Context: an optimization exercise on an open-source flow, tuned for small area. The choices shown serve that exercise and are no tape-out recipe. Function was checked by simulation only, so behaviour that the tests miss may differ from the original. No activity file was given, so power comes from the tool's default toggle rates.

==> flow/design.v (excerpt) <==
module fmap_stream_reader #(
  parameter int unsigned DATA_W      = DEF_DATA_W,
  parameter int unsigned FMAP_W      = DEF_FMAP_W,
  parameter int unsigned FMAP_H      = DEF_FMAP_H,
  parameter int unsigned TIMEOUT_CYC = DEF_TIMEOUT_CYC
) (
  input  logic                                   clk,
  input  logic                                   rst,
  input  logic                                   frame_req,
  input  logic                                   pool_en,
  output logic                                   eng_rst,
  output logic                                   eng_start,
  input  logic                                   eng_done,
  input  logic [FMAP_W*FMAP_H*DATA_W-1:0]        fmap,
  output logic                                   m_valid,
  input  logic                                   m_ready,
  output logic signed [DATA_W-1:0]               m_data,
  output logic [POS_W-1:0]                       m_row,
  output logic [POS_W-1:0]                       m_col,
  output logic                                   m_last,
  output logic                                   busy,
  output logic                                   err,
  output logic [15:0]                            frame_cnt
);
  localparam int unsigned WW = FMAP_W / 2;
  localparam int unsigned WH = FMAP_H / 2;
  logic                     s_rst;
  logic                     s_start;
  logic                     s_wait;
  logic                     s_strm;
  logic                     pool_q;
  logic [11:0]              tcnt;
  logic                     tc_fb;
  logic                     tc_hit;
  logic                     v_q;
  logic signed [DATA_W-1:0] d_q;
  logic [POS_W-1:0]         r_q;
  logic [POS_W-1:0]         c_q;
  logic                     l_q;
  logic                     xfer;
  ...
clock: 10.0 ns
lec_check: 0
cap_margin: 20
core_area: 5 5 235 235
cts_buf_list: sky130_fd_sc_hd__clkbuf_4 sky130_fd_sc_hd__clkbuf_8
die_area: 0 0 240 240
place_density: 0.8
slew_margin: 20
standard.sh (not shown) runs the stock make flow with config.mk's settings and CLKGATE_MAP_FILE= SYNTH_SCRIPT=/design/flow/synth_recipe.tcl, a recipe that flattens the netlist after the stock synthesis.
==> flow/flow/run.sh <==
#!/bin/bash
# Standard layout with three changes:
#  - synthesis maps the logic with this flow's area-oriented ABC script
#    (flow/abc.script) and without the half/full-adder extraction; the rest of
#    the synthesis script (synth_recipe.tcl) is unchanged, so the registers are
#    the standard synthesis's;
#  - the ports are buffered with the smallest buffer cell;
#  - pins may sit one routing track apart, so that they fit on a smaller die.
set -euo pipefail
W=$PWD
export MY_ABC_SCRIPT=$W/flow/abc.script
cat flow/abc_override.tcl synth_recipe.tcl > $W/flow_synth.tcl
bash standard.sh SYNTH_SCRIPT=$W/flow_synth.tcl ADDER_MAP_FILE= \
  "BUFFER_PORTS_ARGS=-buffer_cell sky130_fd_sc_hd__buf_1" \
  "PLACE_PINS_ARGS=-min_distance 1 -min_distance_in_tracks" finish > standard_flow.log 2>&1
==> flow/flow/abc.script <==
strash
dch
amap
strash
dch
amap
strash
dch
amap
topo
buffer -c
upsize -c -D 7000
dnsize -c -D 7000
==> flow/flow/abc_override.tcl <==
# Technology mapping with this flow's own ABC script (MY_ABC_SCRIPT) in place
# of ORFS's; everything else in the synthesis is the standard one.
proc abc {args} {
  set i [lsearch -exact $args -script]
  if {$i >= 0 && [info exists ::env(MY_ABC_SCRIPT)]} {
    lset args [expr {$i + 1}] $::env(MY_ABC_SCRIPT)
  }
  yosys abc {*}$args
}
The baseline went through all stages and came out clean.
==> next run, changes <==
--- a/flow/config.mk
+++ b/flow/config.mk
@@ -12 +11,0 @@
-export PLACE_DENSITY = 0.8
- The changed run passed the timing, DRC and antenna checks
- power is about the same
- wire length decreases by 1.2%
- global-route usage decreases by 0.69 points
- setup slack improves by 120 ps
- clock power increases by 8.1%

The RTL this note starts from:
==> flow/design.v <==
package fmap_stream_reader_pkg;
  localparam int unsigned DEF_DATA_W      = 32;
  localparam int unsigned DEF_FMAP_W      = 6;
  localparam int unsigned DEF_FMAP_H      = 6;
  localparam int unsigned DEF_TIMEOUT_CYC = 4096;
  localparam int unsigned POS_W           = 3;
  typedef enum logic [2:0] {
    S_IDLE,
    S_ENG_RST,
    S_ENG_START,
    S_WAIT_DONE,
    S_STREAM
  } state_t;
  function automatic integer idx_w(input integer n);
    if (n <= 2) idx_w = 1;
    else        idx_w = $clog2(n);
  endfunction
endpackage
module max2_sel #(
  parameter int unsigned DATA_W = 32
) (
  input  logic signed [DATA_W-1:0] a,
  input  logic signed [DATA_W-1:0] b,
  input  logic                     pool,
  input  logic                     pick,
  output logic signed [DATA_W-1:0] y
);
  function automatic logic [1:0] cmp(input logic [DATA_W-1:0] x, input logic [DATA_W-1:0] z,
                                     input int lo, input int w);
    logic [1:0] h;
    logic [1:0] l;
    if (w == 1) begin
      cmp = {x[lo] & !z[lo], x[lo] ~^ z[lo]};
    end else begin
      h   = cmp(x, z, lo + w / 2, w - w / 2);
      l   = cmp(x, z, lo, w / 2);
      cmp = {h[1] | (h[0] & l[1]), h[0] & l[0]};
    end
  endfunction
  logic [1:0] c;
  logic       sel;
  always_comb begin
    c   = cmp({!a[DATA_W-1], a[DATA_W-2:0]}, {!b[DATA_W-1], b[DATA_W-2:0]}, 0, DATA_W);
    sel = pool ? c[1] : pick;
    y   = sel ? a : b;
  end
endmodule
import fmap_stream_reader_pkg::*;
module fmap_stream_reader #(
  parameter int unsigned DATA_W      = DEF_DATA_W,
  parameter int unsigned FMAP_W      = DEF_FMAP_W,
  parameter int unsigned FMAP_H      = DEF_FMAP_H,
  parameter int unsigned TIMEOUT_CYC = DEF_TIMEOUT_CYC
) (
  input  logic                                   clk,
  input  logic                                   rst,
  input  logic                                   frame_req,
  input  logic                                   pool_en,
  output logic                                   eng_rst,
  output logic                                   eng_start,
  input  logic                                   eng_done,
  input  logic [FMAP_W*FMAP_H*DATA_W-1:0]        fmap,
  output logic                                   m_valid,
  input  logic                                   m_ready,
  output logic signed [DATA_W-1:0]               m_data,
  output logic [POS_W-1:0]                       m_row,
  output logic [POS_W-1:0]                       m_col,
  output logic                                   m_last,
  output logic                                   busy,
  output logic                                   err,
  output logic [15:0]                            frame_cnt
);
  localparam int unsigned WW = FMAP_W / 2;
  localparam int unsigned WH = FMAP_H / 2;
  logic                     s_rst;
  logic                     s_start;
  logic                     s_wait;
  logic                     s_strm;
  logic                     pool_q;
  logic [11:0]              tcnt;
  logic                     tc_fb;
  logic                     tc_hit;
  logic                     v_q;
  logic signed [DATA_W-1:0] d_q;
  logic [POS_W-1:0]         r_q;
  logic [POS_W-1:0]         c_q;
  logic                     l_q;
  logic                     xfer;
  logic                     done_frame;
  logic                     load;
  logic [POS_W-1:0]         row;
  logic [POS_W-1:0]         col;
  logic [POS_W-1:0]         row_last;
  logic [POS_W-1:0]         col_last;
  logic [POS_W-1:0]         wr;
  logic [POS_W-1:0]         wc;
  logic [WH*WW-1:0]         wsel;
  logic signed [DATA_W-1:0] q00, q01, q10, q11;
  logic signed [DATA_W-1:0] m0, m1, beat_val;
  function automatic logic [15:0] inc16(input logic [15:0] x);
    for (int i = 0; i < 16; i++) inc16[i] = x[i] ^ (&(x | ~((16'd1 << i) - 16'd1)));
  endfunction
  assign tc_fb      = tcnt[11] ^ tcnt[5] ^ tcnt[3] ^ tcnt[0] ^ (tcnt[10:0] == 11'd0);
  assign tc_hit     = (tcnt == 12'h800);
  assign row_last   = pool_q ? POS_W'(WH - 1) : POS_W'(FMAP_H - 1);
  assign col_last   = pool_q ? POS_W'(WW - 1) : POS_W'(FMAP_W - 1);
  assign l_q        = (r_q == row_last) && (c_q == col_last);
  assign xfer       = v_q & m_ready;
  assign done_frame = xfer & l_q;
  assign load       = s_strm & (!v_q | (m_ready & !l_q));
  always_comb begin
    if (!v_q) begin
      row = '0;
      col = '0;
    end else if (c_q == col_last) begin
      row = r_q + 1'b1;
      col = '0;
    end else begin
      row = r_q;
      col = c_q + 1'b1;
    end
    wr = pool_q ? row : (row >> 1);
    wc = pool_q ? col : (col >> 1);
    for (int i = 0; i < WH; i++)
      for (int j = 0; j < WW; j++)
        wsel[i*WW+j] = (wr == POS_W'(i)) && (wc == POS_W'(j));
  end
  always_comb begin
    q00 = '0;
    q01 = '0;
    q10 = '0;
    q11 = '0;
    for (int i = 0; i < WH; i++)
      for (int j = 0; j < WW; j++) begin
        q00 = q00 | ({DATA_W{wsel[i*WW+j]}} & fmap[DATA_W*((2*i)*FMAP_W + 2*j)     +: DATA_W]);
        q01 = q01 | ({DATA_W{wsel[i*WW+j]}} & fmap[DATA_W*((2*i)*FMAP_W + 2*j + 1) +: DATA_W]);
        q10 = q10 | ({DATA_W{wsel[i*WW+j]}} & fmap[DATA_W*((2*i+1)*FMAP_W + 2*j)   +: DATA_W]);
        q11 = q11 | ({DATA_W{wsel[i*WW+j]}} & fmap[DATA_W*((2*i+1)*FMAP_W + 2*j+1) +: DATA_W]);
      end
  end
  max2_sel #(.DATA_W(DATA_W)) u_m0 (.a(q00), .b(q01), .pool(pool_q), .pick(!col[0]), .y(m0));
  max2_sel #(.DATA_W(DATA_W)) u_m1 (.a(q10), .b(q11), .pool(pool_q), .pick(!col[0]), .y(m1));
  max2_sel #(.DATA_W(DATA_W)) u_m2 (.a(m0),  .b(m1),  .pool(pool_q), .pick(!row[0]), .y(beat_val));
  always_ff @(posedge clk or posedge rst) begin
    if (rst) begin
      s_rst     <= 1'b0;
      s_start   <= 1'b0;
      s_wait    <= 1'b0;
      s_strm    <= 1'b0;
      err       <= 1'b0;
      v_q       <= 1'b0;
      frame_cnt <= '0;
    end else begin
      s_rst   <= !busy & frame_req;
      s_start <= s_rst;
      s_wait  <= s_start | (s_wait & !eng_done & !tc_hit);
      s_strm  <= (s_wait & eng_done) | (s_strm & !done_frame);
      if (!busy && frame_req)               err <= 1'b0;
      else if (s_wait && !eng_done && tc_hit) err <= 1'b1;
      if (done_frame) begin
        v_q       <= 1'b0;
        frame_cnt <= inc16(frame_cnt);
      end else if (load) begin
        v_q <= 1'b1;
      end
    end
  end
  always_ff @(posedge clk) begin
    if (!busy && frame_req) pool_q <= pool_en;
  end
  always_ff @(posedge clk) begin
    if (s_start)     tcnt <= '0;
    else if (s_wait) tcnt <= {tcnt[10:0], tc_fb};
  end
  always_ff @(posedge clk) begin
    if (load) begin
      d_q <= beat_val;
      r_q <= row;
      c_q <= col;
    end
  end
  assign eng_rst   = s_rst;
  assign eng_start = s_start;
  assign busy      = s_rst | s_start | s_wait | s_strm;
  assign m_valid = v_q;
  assign m_data  = d_q;
  assign m_row   = r_q;
  assign m_col   = c_q;
  assign m_last  = l_q;
endmodule
==> flow/config.mk <==
export PLATFORM = sky130hd
export DESIGN_NAME = fmap_stream_reader
export DESIGN_NICKNAME = fmap_stream_reader
export VERILOG_FILES = /design/flow/design.v
export SDC_FILE = /design/flow/constraint.sdc
export NUM_CORES = 4
export LEC_CHECK = 0
export CAP_MARGIN = 20
export CORE_AREA = 5 5 195 195
export DIE_AREA = 0 0 200 200
export SLEW_MARGIN = 20
==> flow/constraint.sdc <==
create_clock -name core_clock -period 10.0 [get_ports {clk}]
set_input_delay 2.0000 -clock core_clock [delete_from_list [all_inputs] [get_ports {clk}]]
set_output_delay 2.0000 -clock core_clock [all_outputs]
set_load 0.01 [all_outputs]
==> flow/flow/run.sh <==
#!/bin/bash
# Standard layout with two changes:
#  - synthesis maps the logic with this flow's area-oriented ABC script
#    (flow/abc.script) and without the half/full-adder extraction; the rest of
#    the synthesis script (synth_recipe.tcl) is unchanged, so the registers are
#    the standard synthesis's;
#  - the ports are buffered with the smallest buffer cell;
#  - pins may sit one routing track apart, so that they fit on a smaller die.
set -euo pipefail
W=$PWD
export MY_ABC_SCRIPT=$W/flow/abc.script
cat flow/abc_override.tcl synth_recipe.tcl > $W/flow_synth.tcl
bash standard.sh SYNTH_SCRIPT=$W/flow_synth.tcl ADDER_MAP_FILE= \
  "BUFFER_PORTS_ARGS=-buffer_cell sky130_fd_sc_hd__buf_1" \
  "PLACE_PINS_ARGS=-min_distance 1 -min_distance_in_tracks" finish > standard_flow.log 2>&1
==> flow/flow/abc.script <==
strash
dch
amap
strash
dch
amap
topo
buffer -c
upsize -c -D 7000
dnsize -c -D 7000
Scripts as last shown in full above: flow/flow/abc_override.tcl
The starting point died in 5_1_grt.
Next try:
--- a/flow/flow/run.sh
+++ b/flow/flow/run.sh
@@ -6,4 +6,3 @@
 #    the standard synthesis's;
-#  - the ports are buffered with the smallest buffer cell;
-#  - pins may sit one routing track apart, so that they fit on a smaller die.
+#  - the ports are buffered with the smallest buffer cell.
 set -euo pipefail
@@ -13,3 +12,2 @@
 bash standard.sh SYNTH_SCRIPT=$W/flow_synth.tcl ADDER_MAP_FILE= \
-  "BUFFER_PORTS_ARGS=-buffer_cell sky130_fd_sc_hd__buf_1" \
-  "PLACE_PINS_ARGS=-min_distance 1 -min_distance_in_tracks" finish > standard_flow.log 2>&1
+  "BUFFER_PORTS_ARGS=-buffer_cell sky130_fd_sc_hd__buf_1" finish > standard_flow.log 2>&1
CORE_AREA = 10 10 440 440   (was 5 5 195 195)
DIE_AREA = 0 0 450 450   (was 0 0 200 200)
Result:
- The new run passed the timing, DRC and antenna checks
- area after synthesis is unchanged
- synthesized cell count does not change

-- static timing again, ports no longer ideal --
Ports are ideal in the flow. The routed layouts listed here were re-timed in OpenROAD. Step 1, drivers: a clkbuf_16 drives clk and a buf_2 each remaining input, both assumed. Step 2 adds t to the input delays and takes it off the output delays; t is the mean of the earliest and latest rising clock arrival at the registers after step 1. Input paths then give back, and output paths get back, about the clock's delay inside the block. a / b / c = ideal / step 1 / step 2; a / b = the first two.
run	t (ns)	slack for setup (ns)	hold slack, ns	worst register clock-pin slew, ns	worst slew at a driven data input, ns
the first run of note 1	0.391	0.542 / 0.542 / 0.542	0.413 / 0.413 / 0.413	0.09 / 0.09	0.19
the second run of note 1	0.380	0.660 / 0.660 / 0.656	0.401 / 0.401 / 0.401	0.09 / 0.09	0.20
the second run of note 2	0.429	0.476 / 0.476 / 0.476	0.401 / 0.401 / 0.401	0.06 / 0.06	0.43
After both steps setup and hold are still met in every run listed. For the second run of note 1, which loses most, drivers alone change the setup slack by 0.000 ns; drivers and shift together by -0.004 ns.
